This design comes from an exercise in tuning for small area and a short achievable clock period on the open sky130 flow, not from production work. Where RTL was checked, it was by simulation tests only, not by an equivalence proof against the original. Power and IR drop assume default switching activity.

Setup of quartz:
## csv_record_parse_and_hash
module csv_record_parse_and_hash #(
  parameter int NUM_BUCKETS = crph_pkg::NUM_BUCKETS_DEF
) (
  input  logic         clk,
  input  logic         rst_n,
  input  logic         in_tvalid,
  output logic         in_tready,
  input  logic [7:0]   in_tdata,    
  input  logic         in_tlast,    
  output logic         out_tvalid,
  input  logic         out_tready,
  output logic [103:0] out_tdata,   
  output logic [1:0]   out_tuser    
);
  localparam logic [2:0] S_START      = 3'd0;
  localparam logic [2:0] S_RANK       = 3'd1;
  localparam logic [2:0] S_OPEN_CITY  = 3'd2;
  localparam logic [2:0] S_CITY       = 3'd3;
  localparam logic [2:0] S_AFTER_CITY = 3'd4;
  localparam logic [2:0] S_POP_OPEN   = 3'd5;
  localparam logic [2:0] S_POP        = 3'd6;
  localparam logic [2:0] S_SKIP       = 3'd7;
  logic        skid_v;           
  logic [7:0]  skid_b;
  logic        skid_l;
  logic        out_v;            
  logic        out_acc;          
  logic        out_err;          
  logic        out_gp;           
  logic        out_gc;           
  logic [19:0] q_rank;           
  logic        q_rsat;           
  logic [31:0] q_pop;
  logic        q_psat;           
  logic [2:0]  state;
  logic [19:0] rank;             
  logic        rank_sat;
  ...
clock: 5.5 ns
lec_check: 0
abc_area: 1
cap_margin: 20
core_margin: 2
core_utilization: 60
cts_buf_list: sky130_fd_sc_hd__clkbuf_4 sky130_fd_sc_hd__clkbuf_8
place_density: 0.75
setup_slack_margin: 2.2
slew_margin: 20
tns_end_percent: 10
standard.sh (not shown) runs the stock make flow with config.mk's settings and CLKGATE_MAP_FILE= SYNTH_SCRIPT=/design/flow/synth_recipe.tcl, a recipe that flattens the netlist after the stock synthesis.
==> flow/flow/run.sh <==
#!/bin/bash
# The standard layout (standard.sh), with the port buffers made of the smallest
# plain buffer instead of the resizer's default choice. Every input and output
# port still gets its own buffer.
set -euo pipefail
export BUFFER_PORTS_ARGS="-buffer_cell sky130_fd_sc_hd__buf_1"
bash standard.sh > standard_flow.log 2>&1
Modified inputs, onyx compared to quartz
- swapping 0.75 for 0.85 in PLACE_DENSITY
- swapping 2.2 for 2.0 in SETUP_SLACK_MARGIN
- swapping 60 for 75 in CORE_UTILIZATION
Results
- When onyx is measured against quartz, its area added between synthesis and finish turns out 0.84 points lower.
- Between quartz and onyx, the sequential share of cell area is lower for quartz.
- A start point of the critical path of len[4] is what onyx shows, while len[6] belongs to quartz.
- The power drawn by the combinational cells on onyx is in line with that on quartz.
- Compared to quartz, onyx has placed standard-cell area about 0.54% lower.
- Lower non-clock buffer count among quartz and onyx: onyx
- Of the two values seen for endpoint of the worst setup timing path, out_tdata[77] was produced by onyx and out_tdata[88] by quartz.

========
Another version of the RTL of csv_record_parse_and_hash (not shown whole).
Size in the first run: ~1300 cells after synthesis, ~0.013 mm^2 of cells after synthesis.
Settings: LEC_CHECK=0, CAP_MARGIN=20, CORE_MARGIN=2, CORE_UTILIZATION=60, CTS_BUF_LIST=sky130_fd_sc_hd__clkbuf_4 sky130_fd_sc_hd__clkbuf_8, PLACE_DENSITY=0.75, SETUP_SLACK_MARGIN=2.0, SLEW_MARGIN=20, TNS_END_PERCENT=0; clock period 5.5 ns.
Scripts as last shown in full above: flow/flow/run.sh
The baseline completed without violations.
Rerun with:
--- a/flow/flow/run.sh
+++ b/flow/flow/run.sh
@@ -6,0 +7 @@
+export RECOVER_POWER=100
--- a/flow/config.mk
+++ b/flow/config.mk
@@ -15 +14,0 @@
-export TNS_END_PERCENT = 0
Effect: Now the flow finished but failed the layout checks on capacitance limit, slew limit. Area after synthesis does not change. Design area decreases by 1.9%. Via count came out lower by 0.39%. Wire length is lower by 1.2%. Cell count stays flat. Utilization fell by 1.3 points. Power falls by 2.6%. Register-to-register slack got worse by 0.64 ns. Synthesized cell count is unchanged. Count of clock-buffer cells in the layout does not change. Worst setup slack is worse by 0.64 ns.
Rerun with:
--- a/flow/flow/run.sh
+++ b/flow/flow/run.sh
@@ -7 +6,0 @@
-export RECOVER_POWER=100
With this change the flow passed the timing, design-rule and antenna checks.
Combinational power grows by a few percent.
Utilization rises by 1.4 points.
Synthesized cell count is unchanged.

========
build 26:
csv_record_parse_and_hash, a different RTL version from the one above (not shown whole).
Size: ~1800 cells after synthesis, about 120 I/O pins, roughly 13000 sq um of cells after synthesis.
Settings: LEC_CHECK=0, ABC_AREA=1, CAP_MARGIN=20, CORE_MARGIN=2, CORE_UTILIZATION=60, CTS_BUF_LIST=sky130_fd_sc_hd__clkbuf_4 sky130_fd_sc_hd__clkbuf_8, PLACE_DENSITY=0.75, SETUP_SLACK_MARGIN=2.4, SLEW_MARGIN=20, TNS_END_PERCENT=10; clock period 5.5 ns.
==> flow/flow/run.sh <==
#!/bin/bash
# The standard layout (standard.sh), with the port buffers made of the smallest
# plain buffer instead of the resizer's default choice. Every input and output
# port still gets its own buffer.
set -euo pipefail
export BUFFER_PORTS_ARGS="-buffer_cell sky130_fd_sc_hd__buf_1"
bash standard.sh > standard_flow.log 2>&1
For build 23, these inputs were changed with respect to build 26:
--- a/flow/config.mk
+++ b/flow/config.mk
@@ -13,3 +13,3 @@
 export PLACE_DENSITY = 0.75
-export SETUP_SLACK_MARGIN = 2.4
+export SETUP_SLACK_MARGIN = 2.2
 export SLEW_MARGIN = 20
Results
- Power dissipated in sequential cells essentially unchanged between build 26 and build 23.
- On build 23: part of the cycle the worst path needs is 1.6 points higher than what build 26 gave.
- Residual antenna-violating net count after detailed routing came out exactly the same in build 26 and build 23.
- Fraction of area in multi-input gates: build 26 and build 23 compared, higher one is build 26
- Compared with build 26, in build 23 utilization saw a decrease, minimum period implied by the final worst setup slack increased by 0.086 ns relative to the old numbers, total power consumption of the routed design now sits lower.
- Cell-internal power in build 23 is about 7% lower than in build 26
- Diff build 26 -> build 23: clock network area share did not really move; total wire length after detailed routing went down.
Function was not checked in any run of this note: the RTL went through the layout flow alone.

========
== run K ==
csv_record_parse_and_hash, a different RTL version from the one above (not shown whole).
Size in the first run: roughly 1700 cells after synthesis, ~160 flip-flops, ~120 I/O pins, about 13000 um2 of cells after synthesis.
clock: 5.5 ns
lec_check: 0
abc_area: 1
cap_margin: 20
core_margin: 2
core_utilization: 60
cts_buf_list: sky130_fd_sc_hd__clkbuf_4 sky130_fd_sc_hd__clkbuf_8
place_density: 0.75
setup_slack_margin: 2.6
slew_margin: 20
tns_end_percent: 10
Scripts as last shown in full above: flow/flow/run.sh
For run A, these inputs were changed with respect to run K:
Settings: SETUP_SLACK_MARGIN: 2.6 -> 2.4.
==> notes.md <==
Looking at final period utilization, run A sits 0.36 points below run K.
Compared with run K, in run A wire length after detailed routing shows a reduction of about 2.4%, first-iteration DRC count decreased 46.
No functional check of the RTL was part of any run of this note.

========
v30:
csv_record_parse_and_hash, a different RTL version from the one above (not shown whole).
Size in the first run: about 160 flip-flops, ~120 I/O pins, about 13,000 µm² of cells after synthesis.
// csv_record_parse_and_hash
module csv_record_parse_and_hash #(
  parameter int NUM_BUCKETS = crph_pkg::NUM_BUCKETS_DEF
) (
  input  logic         clk,
  input  logic         rst_n,
  input  logic         in_tvalid,
  output logic         in_tready,
  input  logic [7:0]   in_tdata,    
  input  logic         in_tlast,    
  output logic         out_tvalid,
  input  logic         out_tready,
  output logic [103:0] out_tdata,   
  output logic [1:0]   out_tuser    
);
export LEC_CHECK = 0
export ABC_AREA = 1
export CAP_MARGIN = 20
export CORE_MARGIN = 2
export CORE_UTILIZATION = 60
export CTS_BUF_LIST = sky130_fd_sc_hd__clkbuf_4 sky130_fd_sc_hd__clkbuf_8
export CTS_CLUSTER_SIZE = 30
export PLACE_DENSITY = 0.75
export SETUP_SLACK_MARGIN = 2.2
export SLEW_MARGIN = 20
export TNS_END_PERCENT = 10
create_clock -name core_clock -period 5.5 [get_ports {clk}]
Scripts as last shown in full above: flow/flow/run.sh
For v31, these inputs were changed with respect to v30:
# v30
export LEC_CHECK = 0
export ABC_AREA = 1
export CAP_MARGIN = 20
export CORE_MARGIN = 2
export CORE_UTILIZATION = 60
export CTS_BUF_LIST = sky130_fd_sc_hd__clkbuf_4 sky130_fd_sc_hd__clkbuf_8
export CTS_CLUSTER_SIZE = 30
export PLACE_DENSITY = 0.75
export SETUP_SLACK_MARGIN = 2.2
export SLEW_MARGIN = 20
export TNS_END_PERCENT = 10
create_clock -name core_clock -period 5.5 [get_ports {clk}]
# v31
export LEC_CHECK = 0
export ABC_AREA = 1
export CAP_MARGIN = 20
export CORE_MARGIN = 2
export CORE_UTILIZATION = 60
export CTS_BUF_LIST = sky130_fd_sc_hd__clkbuf_4 sky130_fd_sc_hd__clkbuf_8
export PLACE_DENSITY = 0.75
export SETUP_SLACK_MARGIN = 2.2
export SLEW_MARGIN = 20
export TNS_END_PERCENT = 10
create_clock -name core_clock -period 5.5 [get_ports {clk}]
--- outcome ---
Comparing v30 against v31, there is no change at all in final worst slack. v31 against v30: number of instances resized during post-cts repair flat, filler cell count in the final layout shows no meaningful change. From v30 to v31 the numbers moved as follows: worst reg-to-reg path cell count closely matched the old numbers; largest fanout on the critical path closely matched the old numbers; tightest slew margin relative to the limit closely matched the old numbers; fraction of power consumed by combinational cells closely matched the old numbers; met3 layer wire length in the routed design closely matched the old numbers. v30 | stages: all done | timing, DRC, antenna: all pass. v31 | stages: all done | timing, DRC, antenna: all pass. As far as power after layout goes, v31 and v30 are indistinguishable; the numbers are identical. As far as total via count after detailed routing goes, v30 and v31 are indistinguishable; the numbers are identical.
Edits applied to the flow inputs when going from v31 to v5:
# v31
export LEC_CHECK = 0
export ABC_AREA = 1
export CAP_MARGIN = 20
export CORE_MARGIN = 2
export CORE_UTILIZATION = 60
export CTS_BUF_LIST = sky130_fd_sc_hd__clkbuf_4 sky130_fd_sc_hd__clkbuf_8
export PLACE_DENSITY = 0.75
export SETUP_SLACK_MARGIN = 2.2
export SLEW_MARGIN = 20
export TNS_END_PERCENT = 10
create_clock -name core_clock -period 5.5 [get_ports {clk}]
# v5
export LEC_CHECK = 0
export ABC_AREA = 1
export CAP_MARGIN = 20
export CORE_MARGIN = 2
export CORE_UTILIZATION = 60
export CTS_BUF_LIST = sky130_fd_sc_hd__clkbuf_4 sky130_fd_sc_hd__clkbuf_8
export PLACE_DENSITY = 0.75
export SETUP_SLACK_MARGIN = 2.4
export SLEW_MARGIN = 20
export TNS_END_PERCENT = 10
create_clock -name core_clock -period 5.5 [get_ports {clk}]
==> notes.md <==
Design area in v5 is about 4.4% higher than in v31. Global-route track usage on met2 in v5 is 1.0 points higher than in v31. Share of the final layout cell area in sequential cells (higher): v31. The estimated power of v5 ends up higher than the estimate for v31. Of the two values seen for worst setup path category, flip-flop to flip-flop was produced by v5 and flip-flop to output pin by v31. Changes observed in v5 relative to v31: fmax rose about 3.2%; final worst-path cycle share fell 1.9 points; depth of the worst register-to-register path rose 6; core occupancy in the finished layout rose 2.9 points. Of v31 and v5, the lower worst setup margin belongs to v31. Worst path buffer plus inverter count for v5 is higher than for v31. Power share of the combinational group delta for v5 relative to v31: 4.1 points higher.
Setup changes, v5 to v21
# v5
export LEC_CHECK = 0
export ABC_AREA = 1
export CAP_MARGIN = 20
export CORE_MARGIN = 2
export CORE_UTILIZATION = 60
export CTS_BUF_LIST = sky130_fd_sc_hd__clkbuf_4 sky130_fd_sc_hd__clkbuf_8
export PLACE_DENSITY = 0.75
export SETUP_SLACK_MARGIN = 2.4
export SLEW_MARGIN = 20
export TNS_END_PERCENT = 10
create_clock -name core_clock -period 5.5 [get_ports {clk}]
# v21
export LEC_CHECK = 0
export ABC_AREA = 1
export CAP_MARGIN = 20
export CORE_MARGIN = 2
export CORE_UTILIZATION = 60
export CTS_BUF_LIST = sky130_fd_sc_hd__clkbuf_4 sky130_fd_sc_hd__clkbuf_8
export CTS_CLUSTER_SIZE = 12
export PLACE_DENSITY = 0.75
export SETUP_SLACK_MARGIN = 2.2
export SLEW_MARGIN = 20
export TNS_END_PERCENT = 10
create_clock -name core_clock -period 5.5 [get_ports {clk}]
Findings:
met1 layer usage reported by global route of v21 is on par with v5. Changes observed in v21 relative to v5: global-route usage -0.26 points; combinational power share went down; final period utilization grew by 1.9 points. Number of cells traversed by the worst register-to-register path was lower in v21 than in v5. v5 → v21: ratio of total power to cell area moved down; number of enable flip-flop cells after synthesis level; detailed-routed wire length on met2 went down by 6.3%. Looking at slack of the critical path across v21 and v5, the one that comes out higher is v5. Against v5 as the reference, v21 delivers a lower met1 wire length. Comparing v21 against v5, there is no change at all in count of unresolved DRC violations after routing. v21 reports its classification of the worst setup path as flip-flop to output pin while v5 reports flip-flop to flip-flop.
No functional check of the RTL was part of any run of this note.

[what the ideal ports hide]
The flow's constraints put no driver on any port. The routed layouts listed below were extracted and timed again, unchanged, in two steps.
Step 1 assumes that a clkbuf_16 drives the clock port and a buf_2 every other input.
Step 2 moves the port delays by t, midway between the first and last clock arrival at a register: inputs arrive t later, outputs are due t later. That takes back most of the time a late clock gives input paths.
Slacks: ideal ports / drivers / drivers and shift; pairs: ideal ports / drivers.
| run | shift t [ns] | setup WS [ns] | hold WS [ns] | worst setup path at the end |
|---|---|---|---|---|
| quartz | 0.496 | 2.217 / 2.174 / 2.016 | 0.371 / 0.371 / 0.371 | input to register |
| onyx | 0.532 | 2.043 / 2.005 / 1.731 | 0.378 / 0.378 / 0.378 | input to register |
| the first run of note 2 | 0.518 | 2.014 / 1.979 / 1.598 | 0.406 / 0.406 / 0.406 | input to register |
| the second run of note 2 | 0.512 | 1.378 / 1.378 / 1.193 | 0.407 / 0.407 / 0.407 | input to register |
| the third run of note 2 | 0.512 | 1.995 / 1.995 / 1.665 | 0.406 / 0.406 / 0.406 | input to register |
| build 26 | 0.514 | 2.299 / 2.256 / 1.959 | 0.365 / 0.365 / 0.365 | input to register |
| build 23 | 0.509 | 2.213 / 2.174 / 1.967 | 0.363 / 0.363 / 0.363 | input to register |
| run K | 0.503 | 1.986 / 1.986 / 1.986 | 0.371 / 0.371 / 0.371 | register to register |
| run A | 0.514 | 2.005 / 2.005 / 1.897 | 0.361 / 0.361 / 0.361 | input to register |
| v30 | 0.506 | 2.207 / 2.161 / 1.905 | 0.374 / 0.374 / 0.374 | input to register |
| v31 | 0.506 | 2.207 / 2.161 / 1.905 | 0.374 / 0.374 / 0.374 | input to register |
| v5 | 0.506 | 2.310 / 2.310 / 2.078 | 0.372 / 0.372 / 0.372 | input to register |
| v21 | 0.506 | 2.207 / 2.161 / 1.905 | 0.374 / 0.374 / 0.374 | input to register |
For the first run of note 2, which loses most, drivers alone change the setup slack by -0.035 ns; drivers and shift together by -0.416 ns.
